Source: an optimization exercise on an open RTL-to-GDS flow (aim: small area, a short achievable clock period and few clock cycles per item). Production flows keep margins and buffers that such runs may drop. The RTL was checked by simulation tests, not by an equivalence proof against the original design.

Design sw_top, start of the top module:
module sw_top (
    input  logic                                clk,
    input  logic                                reset,
    input  logic                                i_valid,
    input  sw_pkg::base_t                       i_ref_base,
    input  sw_pkg::base_t                       i_query_base,
    output logic                                o_finish,
    output logic [8-1:0]              o_max,
    output logic [sw_pkg::RIDX_W:0]             o_pos_ref,
    output logic [sw_pkg::QIDX_W:0]             o_pos_query
);
Size: roughly 2,900 cells after synthesis, ~310 flip-flops, ~20,000 sq um of cells after synthesis.
clock: 7.5 ns
lec_check: 0
abc_area: 1
cap_margin: 20
core_margin: 2
core_utilization: 40
cts_cluster_diameter: 80
cts_cluster_size: 60
setup_slack_margin: 4.85
slew_margin: 20
tns_end_percent: 100
run.sh (not shown) runs the stock make flow with config.mk's settings and CLKGATE_MAP_FILE= SYNTH_SCRIPT=/design/flow/synth_recipe.tcl, a recipe that flattens the netlist after the stock synthesis.
Testbench counts at the start, summed over its fixed seeds: cycles 12,480, runs 320.
Rerun with:
- CTS_CLUSTER_DIAMETER: 80 -> 70
Effect:
- first-iteration DRC count went up by 1.8%
- non-clock buffer count went down by 6
- via count hardly moves
- die area is unchanged

========
Another version of the RTL of sw_top (not shown whole).
Size in the first run: ~2,800 cells after synthesis, about 300 flip-flops.
Settings: LEC_CHECK=0, ABC_AREA=1, CAP_MARGIN=20, CORE_MARGIN=2, CORE_UTILIZATION=40, CTS_CLUSTER_DIAMETER=80, CTS_CLUSTER_SIZE=60, SETUP_SLACK_MARGIN=4.55, SLEW_MARGIN=20, TNS_END_PERCENT=100; clock period 7.5 ns.
Testbench counts at the start, summed over its fixed seeds: cycles 12,480, runs 320.
Change:
==> flow/config.mk (replaced) <==
export PLATFORM = sky130hd
export DESIGN_NAME = sw_top
export DESIGN_NICKNAME = sw_top
export VERILOG_FILES = /design/flow/design.v
export SDC_FILE = /design/flow/constraint.sdc
export NUM_CORES = 4
export LEC_CHECK = 0
export CAP_MARGIN = 20
export CORE_MARGIN = 2
export CORE_UTILIZATION = 40
export SETUP_SLACK_MARGIN = 4.5
export SLEW_MARGIN = 20
export TNS_END_PERCENT = 10
Design area goes up slightly. Synthesized area fell slightly. Maximum frequency shrinks by a little under a tenth. Non-clock buffer count rises by 22. Hold slack improves by 13 ps. Worst setup slack degrades by 240 ps. Final cell count came out lower by about a fifth. Routed wire length went down by a few percent.
Change:
--- a/flow/config.mk
+++ b/flow/config.mk
@@ -6,8 +6,12 @@
 export NUM_CORES = 4
 export LEC_CHECK = 0
+export ABC_AREA = 1
 export CAP_MARGIN = 20
 export CORE_MARGIN = 2
 export CORE_UTILIZATION = 40
-export SETUP_SLACK_MARGIN = 4.5
+export CTS_CLUSTER_DIAMETER = 80
+export CTS_CLUSTER_SIZE = 60
+export GPL_ROUTABILITY_DRIVEN = 0
+export SETUP_SLACK_MARGIN = 4.6
 export SLEW_MARGIN = 20
-export TNS_END_PERCENT = 10
+export TNS_END_PERCENT = 100
What happened: The new run finished with timing, DRC and antenna clean. Synthesized area went up by 1.4%. Worst setup slack gains 300 ps. Global-route usage increases by 0.44 points. Via count climbs by 13%. Routed wire length goes up by 3.0%. Cell area drops by 0.59%. Die area rose by 1.4%. Count of clock-buffer cells in the layout went down by 33. Sequential cell count does not change.
Change:
--- a/flow/config.mk
+++ b/flow/config.mk
@@ -7,11 +7,10 @@
 export LEC_CHECK = 0
 export ABC_AREA = 1
-export CAP_MARGIN = 20
+export CAP_MARGIN = 5
 export CORE_MARGIN = 2
 export CORE_UTILIZATION = 40
 export CTS_CLUSTER_DIAMETER = 80
 export CTS_CLUSTER_SIZE = 60
-export GPL_ROUTABILITY_DRIVEN = 0
 export SETUP_SLACK_MARGIN = 4.6
-export SLEW_MARGIN = 20
+export SLEW_MARGIN = 5
 export TNS_END_PERCENT = 100
=> The new run passed the timing, DRC and antenna checks; die area does not change.
Change:
--- a/flow/config.mk
+++ b/flow/config.mk
@@ -7,10 +7,11 @@
 export LEC_CHECK = 0
 export ABC_AREA = 1
-export CAP_MARGIN = 5
+export CAP_MARGIN = 20
 export CORE_MARGIN = 2
-export CORE_UTILIZATION = 40
+export CORE_UTILIZATION = 50
 export CTS_CLUSTER_DIAMETER = 80
 export CTS_CLUSTER_SIZE = 60
+export PLACE_DENSITY = 0.65
 export SETUP_SLACK_MARGIN = 4.6
-export SLEW_MARGIN = 5
+export SLEW_MARGIN = 20
 export TNS_END_PERCENT = 100
Core utilization rises by 11 points; clock-buffer cell count falls by 4; wire length falls by 3.0%; cell area falls by 0.84%; final cell count falls by 3.7%; synthesized cell count stays the same; hold slack gets better by 18 ps.

========
## the baseline
The RTL this note starts from:
==> flow/design.v <==
package sw_pkg;
    typedef logic [1:0] base_t;
    localparam int RIDX_W = $clog2(16);
    localparam int QIDX_W = $clog2(24);
    localparam int HW = $clog2(2 * 16 + 1);
endpackage
`timescale 1ns/1ps
module sw_sequencer (
    input  logic       clk,
    input  logic       reset,
    input  logic       i_valid,
    output logic       o_start,    
    output logic       o_load,     
    output logic [5:0] o_cnt,      
    output logic       o_last,     
    output logic       o_finish
);
    localparam int LAST = 24 + 16 - 1;
    logic       busy;
    logic [5:0] cnt;
    logic       fin;
    assign o_start = i_valid && !busy;
    assign o_load  = o_start || (busy && cnt < 6'(24 - 1));
    assign o_cnt   = cnt;
    assign o_last  = (cnt == 6'(LAST));
    assign o_finish = fin;
    always_ff @(posedge clk or posedge reset) begin
        if (reset) begin
            busy <= 1'b0;
            cnt  <= '0;
            fin  <= 1'b0;
        end else begin
            fin <= busy && (cnt == 6'(LAST));
            if (o_start) begin
                busy <= 1'b1;
                cnt  <= '0;
            end else if (busy) begin
                cnt <= cnt + 1'b1;
                if (cnt == 6'(LAST)) begin
                    busy <= 1'b0;
                end
            end
        end
    end
endmodule
`timescale 1ns/1ps
module sw_pe #(
    parameter int J = 1
) (
    input  logic       clk,
    input  logic       i_first,     
    input  logic       i_cell,      
    input  logic [1:0] i_query,     
    input  logic [1:0] i_ref_pin,   
    input  logic [5:0] i_h_left,    
    input  logic       i_eq_left,   
    output logic [1:0] o_query,
    output logic [5:0] o_h,
    output logic       o_eq
);
    localparam int WH = $clog2(2 * J + 1);       
    localparam int WA = $clog2(2 * J + 2);       
    localparam int WS = WA + 1;                  
    function automatic logic gtc(input logic [WS-1:0] a, input logic [WS-1:0] b, input logic c);
        logic r;
        r = c;
        for (int k = 0; k < WS; k++) begin
            r = (a[k] & ~b[k]) | ((a[k] | ~b[k]) & r);
        end
        gtc = r;
    endfunction
    logic [1:0]    ref_q;
    logic [1:0]    query_q;
    logic [WA-1:0] a_q;
    logic [WH-1:0] h_q;
    logic          eq_i_q;
    logic          eq_d_q;
    logic [1:0]    ref_b;
    logic [WA-1:0] hd;
    logic [WA-1:0] a_nxt;
    logic [WS-1:0] hl;
    logic [WS-1:0] hu;
    logic [WS-1:0] av;
    logic          el;
    logic [WS-1:0] ival;
    logic [WS-1:0] dval;
    logic [WS-1:0] ival_b;
    logic [WS-1:0] dval_b;
    logic [WS-1:0] dg;
    logic          i_ge_g;
    logic          d_ge_g;
    logic          i_ge_d;
    logic          d_ge_i;
    logic          eq_i;
    logic          eq_d;
    logic [WS-1:0] h_nxt;
    assign ref_b = i_first ? i_ref_pin : ref_q;
    assign hd    = (J == 1) ? '0 : WA'(i_h_left);
    assign a_nxt = (i_query == ref_b) ? hd + 2'd3 : ((hd == '0) ? WA'(1) : hd);
    always_ff @(posedge clk) begin
        if (i_first) begin
            ref_q <= i_ref_pin;
        end
        query_q <= i_query;
        a_q     <= a_nxt;
    end
    assign hl = (J == 1) ? '0 : WS'(i_h_left);
    assign el = (J == 1) ? 1'b0 : i_eq_left;
    assign hu = WS'(h_q);
    assign av = WS'(a_q);
    assign i_ge_g = gtc(hl, av, el);               
    assign d_ge_g = gtc(hu, av, eq_d_q);
    assign ival   = hl - WS'(2) + WS'(el);
    assign dval   = hu - WS'(2) + WS'(eq_d_q);
    assign ival_b = {~ival[WS-1], ival[WS-2:0]};
    assign dval_b = {~dval[WS-1], dval[WS-2:0]};
    assign i_ge_d = gtc(ival_b, dval_b, 1'b1);
    assign d_ge_i = gtc(dval_b, ival_b, 1'b1);
    assign eq_i   = i_ge_g && i_ge_d;
    assign eq_d   = d_ge_g && d_ge_i;
    assign dg     = av - 1'b1;
    assign h_nxt  = (!i_ge_g && !d_ge_g) ? dg : (eq_i ? ival : dval);
    always_ff @(posedge clk) begin
        h_q    <= i_cell ? WH'(h_nxt) : '0;
        eq_i_q <= eq_i;
        eq_d_q <= eq_d;
    end
    assign o_query = query_q;
    assign o_h     = 6'(h_q);
    assign o_eq    = eq_i_q;
endmodule
`timescale 1ns/1ps
module sw_pe_array (
    input  logic                              clk,
    input  logic                              reset,
    input  logic                              i_start,
    input  logic                              i_load,
    input  logic [1:0]                        i_query_base,
    input  logic [1:0]                        i_ref_base,
    output logic [16-1:0][5:0]       o_h
);
    logic [16-1:0]      cell_q;    
    logic [16-1:0][1:0] query_c;
    logic [16-1:0][5:0] h_c;
    logic [16-1:0]      eq_c;
    for (genvar j = 0; j < 16; j++) begin : g_cell
        logic       diag_act;
        logic       first;
        logic [1:0] query;
        logic [5:0] h_left;
        logic       eq_left;
        if (j == 0) begin : g_head
            assign diag_act = i_load;
            assign first    = i_start;
            assign query    = i_query_base;
            assign h_left   = '0;
            assign eq_left  = 1'b0;
        end else begin : g_body
            assign diag_act = cell_q[j-1];
            assign first    = cell_q[j-1] && !cell_q[j];
            assign query    = query_c[j-1];
            assign h_left   = h_c[j-1];
            assign eq_left  = eq_c[j-1];
        end
        always_ff @(posedge clk or posedge reset) begin
            if (reset) begin
                cell_q[j]  <= 1'b0;
            end else begin
                cell_q[j]  <= diag_act;
            end
        end
        sw_pe #(.J(j + 1)) u_pe (
            .clk        (clk),
            .i_first    (first),
            .i_cell     (cell_q[j]),
            .i_query    (query),
            .i_ref_pin  (i_ref_base),
            .i_h_left   (h_left),
            .i_eq_left  (eq_left),
            .o_query    (query_c[j]),
            .o_h        (h_c[j]),
            .o_eq       (eq_c[j])
        );
    end
    assign o_h = h_c;
endmodule
`timescale 1ns/1ps
module sw_max_tracker (
    input  logic                          clk,
    input  logic                          i_clear,
    input  logic [5:0]                    i_cnt,
    input  logic                          i_last,    
    input  logic [16-1:0][5:0]   i_h,
    output logic [5:0]                    o_max,
    output logic [4:0]                    o_pos_ref,
    output logic [4:0]                    o_pos_query
);
    localparam int N = 16;
    function automatic logic gtc(input logic [5:0] a, input logic [5:0] b, input logic c);
        logic r;
        r = c;
        for (int k = 0; k < 6; k++) begin
            r = (a[k] & ~b[k]) | ((a[k] | ~b[k]) & r);
        end
        gtc = r;
    endfunction
    logic [5:0]   g_q;        
    logic [4:0]   col_q;      
    logic [5:0]   diag_q;     
    logic [4:0]   row_q;      
    logic [N-1:0] c2;
    logic [N-1:0] c1;
    logic [N-1:0] c0;
    logic [N-1:0] below;      
    logic [N-1:0] c0b;
    logic         any2;
    logic         any1;
    logic         any0;
    logic [4:0]   enc2;
    logic [4:0]   enc1;
    logic [4:0]   enc0;
    logic [5:0]   cnt1;
    logic [5:0]   g_p1;
    logic [5:0]   g_p2;
    logic         take;
    function automatic logic [4:0] lowest(input logic [N-1:0] v);
        lowest = '0;
        for (int k = N - 1; k >= 0; k--) begin
            if (v[k]) begin
                lowest = 5'(k + 1);
            end
        end
    endfunction
    logic [3:0] g_oh;
    assign g_oh = 4'b0001 << g_q[1:0];
    for (genvar k = 0; k < N; k++) begin : g_cls
        logic       ge;
        logic [3:0] h_oh;
        assign ge    = gtc(i_h[k], g_q, 1'b1);
        assign h_oh  = 4'b0001 << i_h[k][1:0];
        assign c0[k] = ge && |(h_oh & g_oh);
        assign c1[k] = ge && |(h_oh & {g_oh[2:0], g_oh[3]});
        assign c2[k] = ge && |(h_oh & {g_oh[1:0], g_oh[3:2]});
        assign below[k] = (5'(k + 1) < col_q);
    end
    assign c0b  = c0 & below;
    assign any2 = |c2;
    assign any1 = |c1;
    assign any0 = |c0b;
    assign enc2 = lowest(c2);
    assign enc1 = lowest(c1);
    assign enc0 = lowest(c0b);
    assign cnt1 = i_cnt + 1'b1;
    assign g_p1 = g_q + 6'd1;
    assign g_p2 = g_q + 6'd2;
    assign take = any2 || any1 || any0;
    always_ff @(posedge clk) begin
        if (i_clear) begin
            g_q    <= '0;
            col_q  <= 5'd1;
            diag_q <= 6'd2;
        end else if (take) begin
            g_q    <= any2 ? g_p2 : (any1 ? g_p1 : g_q);
            col_q  <= any2 ? enc2 : (any1 ? enc1 : enc0);
            diag_q <= cnt1;
        end
        if (i_last && take) begin
            row_q <= 5'(24);
        end else begin
            row_q <= diag_q[4:0] - col_q;
        end
    end
    assign o_max       = g_q;
    assign o_pos_ref   = col_q;
    assign o_pos_query = row_q;
endmodule
`timescale 1ns/1ps
module sw_top (
    input  logic                                clk,
    input  logic                                reset,
    input  logic                                i_valid,
    input  sw_pkg::base_t                       i_ref_base,
    input  sw_pkg::base_t                       i_query_base,
    output logic                                o_finish,
    output logic [8-1:0]              o_max,
    output logic [sw_pkg::RIDX_W:0]             o_pos_ref,
    output logic [sw_pkg::QIDX_W:0]             o_pos_query
);
    logic                        start;
    logic                        load;
    logic [5:0]                  cnt;
    logic                        last;
    logic [16-1:0][5:0] h;
    logic [5:0]                  best_s;
    logic [4:0]                  best_j;
    logic [4:0]                  best_i;
    sw_sequencer u_sequencer (
        .clk      (clk),
        .reset    (reset),
        .i_valid  (i_valid),
        .o_start  (start),
        .o_load   (load),
        .o_cnt    (cnt),
        .o_last   (last),
        .o_finish (o_finish)
    );
    sw_pe_array u_pe_array (
        .clk          (clk),
        .reset        (reset),
        .i_start      (start),
        .i_load       (load),
        .i_query_base (i_query_base),
        .i_ref_base   (i_ref_base),
        .o_h          (h)
    );
    sw_max_tracker u_max_tracker (
        .clk         (clk),
        .i_clear     (start),
        .i_cnt       (cnt),
        .i_last      (last),
        .i_h         (h),
        .o_max       (best_s),
        .o_pos_ref   (best_j),
        .o_pos_query (best_i)
    );
    assign o_max       = 8'(best_s);
    assign o_pos_ref   = best_j;
    assign o_pos_query = {1'b0, best_i};
endmodule
Settings: LEC_CHECK=0, CAP_MARGIN=20, CORE_MARGIN=2, CORE_UTILIZATION=40, SETUP_SLACK_MARGIN=4.4, SLEW_MARGIN=20, TNS_END_PERCENT=100; clock period 7.5 ns.
The baseline finished every step from synthesis to the final layout, and the layout passed the timing, DRC and antenna checks.
Testbench counts of the baseline, summed over its fixed seeds: cycles 13,120, runs 320.
Changes in the candidate relative to the baseline:
Settings: changing SETUP_SLACK_MARGIN from 4.4 to 4.0.
Results
The candidate ran to completion and came out clean on the timing, DRC and antenna checks. The baseline has completed all stages; timing, DRC and antenna checks passed. Core utilization sits lower in the candidate than in the baseline. Per the comparison of the candidate with the baseline, worst setup slack went down; fraction of layout cells with a size suffix above 1 fell 6.2 points; routed wire length went down 2.8%; footprint of the flip-flops and latches went down 1.4%. Half-perimeter wire length after placement: the candidate vs the baseline, no meaningful difference. Compared with the baseline, the candidate improves clock skew. The final reports for the candidate and the baseline show shortest period the worst path allows higher in the former. The candidate against the baseline: proportion of synthesized flip-flops having asynchronous set or reset ~0 delta, number of flip-flops and latches about even.

[separate check: timing with driven ports]
How much do the figures lean on ideal ports? The routed layouts below were timed once more, with nothing changed but the port constraints.
Step 1 (the two cells are an assumption about what drives the block):
set clk [get_ports {clk}]
set_driving_cell -lib_cell sky130_fd_sc_hd__clkbuf_16 $clk
set_driving_cell -lib_cell sky130_fd_sc_hd__buf_2 [delete_from_list [all_inputs] $clk]
Step 2 adds t to the input delays and takes it off the output delays; t is the mean of the earliest and latest rising clock arrival at the registers after step 1. Input paths then give back, and output paths get back, about the clock's delay inside the block.
Three values: no drivers, after step 1, after step 2; two values: the first two.
| run | t, ns | setup slack, ns | worst hold slack (ns) | worst slew at a driven data input, ns | pins driven straight from the clock port |
|---|---|---|---|---|---|
| the first run of note 1 | 0.608 | 4.895 / 4.836 / 4.328 | 0.366 / 0.366 / 0.366 | 0.03 | 1 |
| the second run of note 1 | 0.599 | 4.876 / 4.813 / 4.363 | 0.350 / 0.350 / 0.350 | 0.03 | 1 |
| the first run of note 2 | 0.601 | 4.581 / 4.526 / 4.028 | 0.355 / 0.355 / 0.355 | 0.06 | 1 |
| the second run of note 2 | 0.572 | 4.343 / 4.287 / 3.828 | 0.368 / 0.368 / 0.368 | 0.03 | 1 |
| the third run of note 2 | 0.597 | 4.644 / 4.593 / 4.079 | 0.359 / 0.359 / 0.359 | 0.08 | 1 |
| the fourth run of note 2 | 0.601 | 4.635 / 4.581 / 4.123 | 0.355 / 0.355 / 0.355 | 0.05 | 1 |
| the fifth run of note 2 | 0.579 | 4.579 / 4.521 / 4.191 | 0.373 / 0.373 / 0.373 | 0.03 | 1 |
| the baseline | 0.610 | 4.096 / 4.096 / 3.991 | 0.360 / 0.360 / 0.360 | 0.04 | 1 |
| the candidate | 0.619 | 4.009 / 3.990 / 3.701 | 0.367 / 0.367 / 0.367 | 0.04 | 1 |
After both steps every run listed still meets setup and hold. The setup slack of the first run of note 1, which loses most, moves by -0.059 ns with the drivers and by -0.567 ns with both steps.
